This design comes from an exercise in tuning for small area on the open sky130 flow, not from production work.
Where RTL was checked, it was by simulation tests only, not by an equivalence proof against the original.

Setup of willow:
==> module nn_ao22, before the edit <==
module nn_ao22 (
    input  logic a1, a2, b1, b2,
    output logic y
);
    assign y = (a1 & a2) | (b1 & b2);
endmodule
==> module neural_network, before the edit <==
module neural_network (
    input  logic        clk,
    input  logic        reset,
    input  logic        changes,
    input  logic [7:0]  data_in,
    output logic [7:0]  network_outputs
);
    nn_pkg::state_t state_reg;
    logic           changes_q_reg;
    logic [31:0]    xn_sr_reg;      
    logic [191:0]   p_sr_reg;
    logic [2:0]     x_cnt_reg;
    logic [4:0]     p_cnt_reg;
    logic           f3_q_reg;
    logic           f1_q_reg;
    logic [8:0]     h_q_reg;
    logic [3:0]     out_reg;
    logic chg_rise, in_p, in_c, shift_x, shift_p;
    assign chg_rise = changes & ~changes_q_reg;
    assign in_p     = (state_reg == nn_pkg::LOAD_P);
    assign in_c     = (state_reg == nn_pkg::COMPUTE);
    assign shift_x  = (state_reg == nn_pkg::LOAD_X) & ~changes;
    assign shift_p  = in_p & ~changes;
    function automatic logic gt_const(input logic [4:0] c, input int k);
        gt_const = 1'b0;
        for (int b = 0; b < 5; b++)
            gt_const = ((k >> b) & 1) ? (c[b] & gt_const) : (c[b] | gt_const);
    endfunction
    logic [23:0] p_ok;
    logic [3:0]  x_ok;
    generate
        for (genvar k = 0; k < 24; k++) begin : g_pok
            assign p_ok[k] = gt_const(p_cnt_reg, k);
        end
        for (genvar k = 0; k < 4; k++) begin : g_xok
            assign x_ok[k] = gt_const({2'b00, x_cnt_reg}, k);
        end
    endgenerate
    function automatic logic [7:0] lane(input int k);
        lane = p_sr_reg[k*8 +: 8];
    endfunction
    logic sa, sb, sc;
    assign sa = in_p & ~changes;
    assign sb = in_p &  changes;
    assign sc = in_c;
    logic [31:0] f_wn;
    logic [7:0]  f_b, f_th;
    logic        f_fire;
    generate
        for (genvar i = 0; i < 4; i++) begin : g_fw
            logic ma, mb, mc;
            assign ma = sa & x_ok[i] & p_ok[17+i];
            assign mb = sb & x_ok[i] & p_ok[6+i];
            assign mc = sc & x_ok[i] & p_ok[12+i];
            for (genvar k = 0; k < 8; k++) begin : g_bit
                logic u;
                nn_ao22 u_ab (
                    .a1 (p_sr_reg[(17+i)*8+k]), .a2 (ma),
                    .b1 (p_sr_reg[(6+i)*8+k]),  .b2 (mb),
                    .y  (u)
                );
                assign f_wn[i*8+k] = ~(u | (p_sr_reg[(12+i)*8+k] & mc));
            end
        end
    endgenerate
    assign f_b  = (lane(21) & {8{sa & p_ok[21]}}) | (lane(10) & {8{sb & p_ok[10]}})
                | (lane(16) & {8{sc & p_ok[16]}});
    assign f_th = (lane(22) & {8{sa & p_ok[22]}}) | (lane(11) & {8{sb & p_ok[11]}})
                | (lane(17) & {8{sc & p_ok[17]}});
    nn_neuron u_f (
        .xn_flat (xn_sr_reg),
        .wn_flat (f_wn),
        .b       (f_b),
        .thn     (~f_th),
        .fire   (f_fire)
    );
    logic [15:0] h_xn, h_wn;
    logic [7:0]  h_e1, h_e2, h_s;
    logic        h_ge;
    generate
        for (genvar i = 0; i < 2; i++) begin : g_hw
            logic m0, m1;
            assign m0 = ~in_c & x_ok[i]   & p_ok[i];
            assign m1 =  in_c & x_ok[i+2] & p_ok[i+2];
            assign h_wn[i*8 +: 8] = ~((lane(i) & {8{m0}}) | (lane(i+2) & {8{m1}}));
            assign h_xn[i*8 +: 8] = in_c ? xn_sr_reg[(i+2)*8 +: 8] : xn_sr_reg[i*8 +: 8];
        end
    endgenerate
    assign h_e1 = in_c ? h_q_reg[7:0] : (lane(4) & {8{p_ok[4]}});
    assign h_e2 = in_c ? 8'h00 : ~(lane(5) & {8{p_ok[5]}});
    nn_half u_h (
        .xn_flat (h_xn),
        .wn_flat (h_wn),
        .e1     (h_e1),
        .e2     (h_e2),
        .s      (h_s),
        .ge     (h_ge)
    );
    assign network_outputs = {4'b0000, out_reg};
    always_ff @(posedge clk) begin
        if (shift_x)
            xn_sr_reg <= {xn_sr_reg[23:0], ~data_in};
        if (shift_p) begin
            p_sr_reg <= {p_sr_reg[183:0], data_in};
            f3_q_reg <= f_fire;
        end
        f1_q_reg <= f_fire;
        h_q_reg  <= {h_ge, h_s};
    end
    always_ff @(posedge clk or posedge reset) begin
        if (reset) begin
            state_reg     <= nn_pkg::LOAD_X;
            changes_q_reg <= 1'b0;
            x_cnt_reg     <= '0;
            p_cnt_reg     <= '0;
            out_reg       <= '0;
        end else begin
            changes_q_reg <= changes;
            if (shift_x && x_cnt_reg != 3'd4)
                x_cnt_reg <= x_cnt_reg + 3'd1;
            if (shift_p && p_cnt_reg != 5'd24)
                p_cnt_reg <= p_cnt_reg + 5'd1;
            case (state_reg)
                nn_pkg::LOAD_X:  if (chg_rise) state_reg <= nn_pkg::LOAD_P;
                nn_pkg::LOAD_P:  if (chg_rise) state_reg <= nn_pkg::COMPUTE;
                nn_pkg::COMPUTE: begin
                    out_reg   <= {f3_q_reg, f_fire, f1_q_reg, h_q_reg[8] | h_ge};
                    state_reg <= nn_pkg::DONE;
                end
                default:         if (chg_rise) state_reg <= nn_pkg::LOAD_X;
            endcase
        end
    end
endmodule
Settings: LEC_CHECK=0, CAP_MARGIN=10, CORE_MARGIN=2, CORE_UTILIZATION=40, PLACE_DENSITY=0.7, SLEW_MARGIN=10, SYNTH_HIERARCHICAL=1; clock period 10.0 ns.
standard.sh (not shown) runs the stock make flow with config.mk's settings and CLKGATE_MAP_FILE= SYNTH_SCRIPT=/design/flow/synth_recipe.tcl, a recipe that flattens the netlist after the stock synthesis.
==> flow/flow/run.sh <==
#!/bin/bash
# Standard ORFS flow (the standard.sh) with some layout options:
#  - timing-driven global placement keeps none of its resizer changes
#  - port buffers of the smallest buffer cell
#  - CTS without dummy loads
set -euo pipefail
bash standard.sh \
  GPL_KEEP_OVERFLOW=0 \
  "BUFFER_PORTS_ARGS=-buffer_cell sky130_fd_sc_hd__buf_1" \
  "CTS_ARGS=-sink_clustering_enable -repair_clock_nets -sink_clustering_size 10 -sink_clustering_max_diameter 40 -buf_list sky130_fd_sc_hd__clkbuf_4 -dont_use_dummy_load" \
  finish > standard.log 2>&1
Changes in quartz relative to willow:
diff --git a/flow/design.v b/flow/design.v
--- a/flow/design.v
+++ b/flow/design.v
@@ -19,16 +19,10 @@
     output logic co
 );
     assign s  = a ^ b ^ c;
     assign co = (a & b) | (c & (a ^ b));
 endmodule
-module nn_ao22 (
-    input  logic a1, a2, b1, b2,
-    output logic y
-);
-    assign y = (a1 & a2) | (b1 & b2);
-endmodule
 module nn_mo3 (
     input  logic a,
     input  logic b,
     input  logic c,
     output logic m,
@@ -488,19 +482,12 @@
         for (genvar i = 0; i < 4; i++) begin : g_fw
             logic ma, mb, mc;
             assign ma = sa & x_ok[i] & p_ok[17+i];
             assign mb = sb & x_ok[i] & p_ok[6+i];
             assign mc = sc & x_ok[i] & p_ok[12+i];
-            for (genvar k = 0; k < 8; k++) begin : g_bit
-                logic u;
-                nn_ao22 u_ab (
-                    .a1 (p_sr_reg[(17+i)*8+k]), .a2 (ma),
-                    .b1 (p_sr_reg[(6+i)*8+k]),  .b2 (mb),
-                    .y  (u)
-                );
-                assign f_wn[i*8+k] = ~(u | (p_sr_reg[(12+i)*8+k] & mc));
-            end
+            assign f_wn[i*8 +: 8] = ~((lane(17+i) & {8{ma}}) | (lane(6+i) & {8{mb}})
+                                    | (lane(12+i) & {8{mc}}));
         end
     endgenerate
     assign f_b  = (lane(21) & {8{sa & p_ok[21]}}) | (lane(10) & {8{sb & p_ok[10]}})
                 | (lane(16) & {8{sc & p_ok[16]}});
     assign f_th = (lane(22) & {8{sa & p_ok[22]}}) | (lane(11) & {8{sb & p_ok[11]}})
@@ -536,15 +523,14 @@
     );
     assign network_outputs = {4'b0000, out_reg};
     always_ff @(posedge clk) begin
         if (shift_x)
             xn_sr_reg <= {xn_sr_reg[23:0], ~data_in};
-        if (shift_p) begin
+        if (shift_p)
             p_sr_reg <= {p_sr_reg[183:0], data_in};
-            f3_q_reg <= f_fire;
-        end
         f1_q_reg <= f_fire;
+        f3_q_reg <= f1_q_reg;
         h_q_reg  <= {h_ge, h_s};
     end
     always_ff @(posedge clk or posedge reset) begin
         if (reset) begin
             state_reg     <= nn_pkg::LOAD_X;
==> run summary <==
Layout-stage area growth over the synthesis result was lower in quartz than in willow. Going from willow to quartz, routability congestion estimate increased by about 5.5% relative to the old numbers; post-synthesis cell count decreased 2.8%. Going from willow to quartz, post-route non-filler standard cell count shrank by a few percent. Diff willow -> quartz: highest net fanout along the worst path saw an increase, wire length now sits lower, core area decreased 660 µm², post-layout instance area shrank by 1.2%. Per the comparison of quartz with willow, overall die width dropped about 0.46%. Summary: with willow as the reference, count of plain and timing-repair buffers in quartz moved up by more than a quarter. Taking willow as 1.0, quartz lands at 0.850 on largest net degree at the start of global routing.
Only the layout flow was run in willow; the RTL was not checked for function there.

== the previous run ==
Another version of the RTL of neural_network (not shown whole).
Size: ~960 cells after synthesis, ~240 flip-flops, about 19 I/O pins, ~13000 µm² of cells after synthesis.
==> module neural_network, before the edit <==
module neural_network (
    input  logic        clk,
    input  logic        reset,
    input  logic        changes,
    input  logic [7:0]  data_in,
    output logic [7:0]  network_outputs
);
    nn_pkg::state_t state_reg;
    logic           changes_q_reg;
    logic [31:0]    xn_sr_reg;      
    logic [191:0]   p_sr_reg;
    logic [2:0]     x_cnt_reg;
    logic [4:0]     p_cnt_reg;
    logic           f3_q_reg;
    logic           f1_q_reg;
    logic [8:0]     h_q_reg;
    logic [3:0]     out_reg;
    logic chg_rise, in_p, in_c, shift_x, shift_p;
    assign chg_rise = changes & ~changes_q_reg;
    assign in_p     = (state_reg == nn_pkg::LOAD_P);
    assign in_c     = (state_reg == nn_pkg::COMPUTE);
    assign shift_x  = (state_reg == nn_pkg::LOAD_X) & ~changes;
    assign shift_p  = in_p & ~changes;
    function automatic logic gt_const(input logic [4:0] c, input int k);
        gt_const = 1'b0;
        for (int b = 0; b < 5; b++)
            gt_const = ((k >> b) & 1) ? (c[b] & gt_const) : (c[b] | gt_const);
    endfunction
    logic [23:0] p_ok;
    logic [3:0]  x_ok;
    generate
        for (genvar k = 0; k < 24; k++) begin : g_pok
            assign p_ok[k] = gt_const(p_cnt_reg, k);
        end
        for (genvar k = 0; k < 4; k++) begin : g_xok
            assign x_ok[k] = gt_const({2'b00, x_cnt_reg}, k);
        end
    endgenerate
    function automatic logic [7:0] lane(input int k);
        lane = p_sr_reg[k*8 +: 8];
    endfunction
    logic sa, sb, sc;
    assign sa = in_p & ~changes;
    assign sb = in_p &  changes;
    assign sc = in_c;
    logic [31:0] f_wn;
    logic [7:0]  f_b, f_th;
    logic        f_fire;
    generate
        for (genvar i = 0; i < 4; i++) begin : g_fw
            logic ma, mb, mc;
            assign ma = sa & x_ok[i] & p_ok[17+i];
            assign mb = sb & x_ok[i] & p_ok[6+i];
            assign mc = sc & x_ok[i] & p_ok[12+i];
            assign f_wn[i*8 +: 8] = ~((lane(17+i) & {8{ma}}) | (lane(6+i) & {8{mb}})
                                    | (lane(12+i) & {8{mc}}));
        end
    endgenerate
    assign f_b  = (lane(21) & {8{sa & p_ok[21]}}) | (lane(10) & {8{sb & p_ok[10]}})
                | (lane(16) & {8{sc & p_ok[16]}});
    assign f_th = (lane(22) & {8{sa & p_ok[22]}}) | (lane(11) & {8{sb & p_ok[11]}})
                | (lane(17) & {8{sc & p_ok[17]}});
    nn_neuron u_f (
        .xn_flat (xn_sr_reg),
        .wn_flat (f_wn),
        .b       (f_b),
        .thn     (~f_th),
        .fire   (f_fire)
    );
    logic [15:0] h_xn, h_wn;
    logic [7:0]  h_e1, h_e2, h_s;
    logic        h_ge;
    generate
        for (genvar i = 0; i < 2; i++) begin : g_hw
            logic m0, m1;
            assign m0 = ~in_c & x_ok[i]   & p_ok[i];
            assign m1 =  in_c & x_ok[i+2] & p_ok[i+2];
            assign h_wn[i*8 +: 8] = ~((lane(i) & {8{m0}}) | (lane(i+2) & {8{m1}}));
            assign h_xn[i*8 +: 8] = in_c ? xn_sr_reg[(i+2)*8 +: 8] : xn_sr_reg[i*8 +: 8];
        end
    endgenerate
    assign h_e1 = in_c ? h_q_reg[7:0] : (lane(4) & {8{p_ok[4]}});
    assign h_e2 = in_c ? 8'h00 : ~(lane(5) & {8{p_ok[5]}});
    nn_half u_h (
        .xn_flat (h_xn),
        .wn_flat (h_wn),
        .e1     (h_e1),
        .e2     (h_e2),
        .s      (h_s),
        .ge     (h_ge)
    );
    assign network_outputs = {4'b0000, out_reg};
    always_ff @(posedge clk) begin
        if (shift_x)
            xn_sr_reg <= {xn_sr_reg[23:0], ~data_in};
        if (shift_p) begin
            p_sr_reg <= {p_sr_reg[183:0], data_in};
            f3_q_reg <= f_fire;
        end
        f1_q_reg <= f_fire;
        h_q_reg  <= {h_ge, h_s};
    end
    always_ff @(posedge clk or posedge reset) begin
        if (reset) begin
            state_reg     <= nn_pkg::LOAD_X;
            changes_q_reg <= 1'b0;
            x_cnt_reg     <= '0;
            p_cnt_reg     <= '0;
            out_reg       <= '0;
        end else begin
            changes_q_reg <= changes;
            if (shift_x && x_cnt_reg != 3'd4)
                x_cnt_reg <= x_cnt_reg + 3'd1;
            if (shift_p && p_cnt_reg != 5'd24)
                p_cnt_reg <= p_cnt_reg + 5'd1;
            case (state_reg)
                nn_pkg::LOAD_X:  if (chg_rise) state_reg <= nn_pkg::LOAD_P;
                nn_pkg::LOAD_P:  if (chg_rise) state_reg <= nn_pkg::COMPUTE;
                nn_pkg::COMPUTE: begin
                    out_reg   <= {f3_q_reg, f_fire, f1_q_reg, h_q_reg[8] | h_ge};
                    state_reg <= nn_pkg::DONE;
                end
                default:         if (chg_rise) state_reg <= nn_pkg::LOAD_X;
            endcase
        end
    end
endmodule
Settings: LEC_CHECK=0, CAP_MARGIN=20, CORE_MARGIN=2, CORE_UTILIZATION=40, PLACE_DENSITY=0.7, SLEW_MARGIN=20, SYNTH_HIERARCHICAL=1; clock period 10.0 ns.
==> flow/flow/run.sh <==
#!/bin/bash
# Standard ORFS flow (the standard.sh) with two layout options:
#  - port buffers of the smallest buffer cell
#  - CTS without dummy loads
set -euo pipefail
bash standard.sh \
  "BUFFER_PORTS_ARGS=-buffer_cell sky130_fd_sc_hd__buf_1" \
  "CTS_ARGS=-sink_clustering_enable -repair_clock_nets -sink_clustering_size 10 -sink_clustering_max_diameter 40 -buf_list sky130_fd_sc_hd__clkbuf_4 -dont_use_dummy_load" \
  finish > standard.log 2>&1
## Diff of input files: the current run against the previous run
--- a/flow/design.v
+++ b/flow/design.v
@@ -18,12 +18,18 @@
     output logic s,
     output logic co
 );
     assign s  = a ^ b ^ c;
     assign co = (a & b) | (c & (a ^ b));
 endmodule
+module nn_ao22 (
+    input  logic a1, a2, b1, b2,
+    output logic y
+);
+    assign y = (a1 & a2) | (b1 & b2);
+endmodule
 module nn_mo3 (
     input  logic a,
     input  logic b,
     input  logic c,
     output logic m,
     output logic o
@@ -481,14 +487,21 @@
     generate
         for (genvar i = 0; i < 4; i++) begin : g_fw
             logic ma, mb, mc;
             assign ma = sa & x_ok[i] & p_ok[17+i];
             assign mb = sb & x_ok[i] & p_ok[6+i];
             assign mc = sc & x_ok[i] & p_ok[12+i];
-            assign f_wn[i*8 +: 8] = ~((lane(17+i) & {8{ma}}) | (lane(6+i) & {8{mb}})
-                                    | (lane(12+i) & {8{mc}}));
+            for (genvar k = 0; k < 8; k++) begin : g_bit
+                logic u;
+                nn_ao22 u_ab (
+                    .a1 (p_sr_reg[(17+i)*8+k]), .a2 (ma),
+                    .b1 (p_sr_reg[(6+i)*8+k]),  .b2 (mb),
+                    .y  (u)
+                );
+                assign f_wn[i*8+k] = ~(u | (p_sr_reg[(12+i)*8+k] & mc));
+            end
         end
     endgenerate
     assign f_b  = (lane(21) & {8{sa & p_ok[21]}}) | (lane(10) & {8{sb & p_ok[10]}})
                 | (lane(16) & {8{sc & p_ok[16]}});
     assign f_th = (lane(22) & {8{sa & p_ok[22]}}) | (lane(11) & {8{sb & p_ok[11]}})
                 | (lane(17) & {8{sc & p_ok[17]}});
## What came out
No run among the current run and the previous run stopped early or left any final violation; all are clean.
Relative to the previous run, number of buffers and inverters on the critical path decreased by 1 in the current run.
Going from the previous run to the current run, number of inverters outside the clock class in the layout rose 2, total wirelength of the detailed-routed design fell 0.45%, number of non-clock buffers fell about 7%.
Only the layout flow was run in the current run; the RTL was not checked for function there.

==> re-timing with driven ports <==
The flow's constraints put no driver on any port. The routed layouts listed below were extracted and timed again, unchanged, in two steps. Step 1, drivers: a clkbuf_16 drives clk and a buf_2 each remaining input, both assumed. Step 2, shift: input delay + t, output delay - t, t = (earliest + latest rising clock arrival at the registers) / 2. This alone moves slack from input paths to output paths. a / b / c = ideal / step 1 / step 2; a / b = the first two.
run | shift t [ns] | slack for setup (ns) | hold slack, ns | slew at the worst register clock pin (ns)
willow | 0.643 | 0.709 / 0.730 / 0.087 | 0.415 / 0.415 / 0.415 | 0.11 / 0.11
quartz | 0.689 | 0.792 / 0.811 / 0.122 | 0.394 / 0.394 / 0.394 | 0.11 / 0.11
the previous run | 0.711 | 1.352 / 1.374 / 0.663 | 0.438 / 0.438 / 0.438 | 0.11 / 0.11
the current run | 0.637 | 1.393 / 1.411 / 0.774 | 0.410 / 0.410 / 0.410 | 0.11 / 0.11
After both steps every run listed still meets setup and hold. The setup slack of the previous run, which loses most, moves by +0.022 ns with the drivers and by -0.689 ns with both steps.
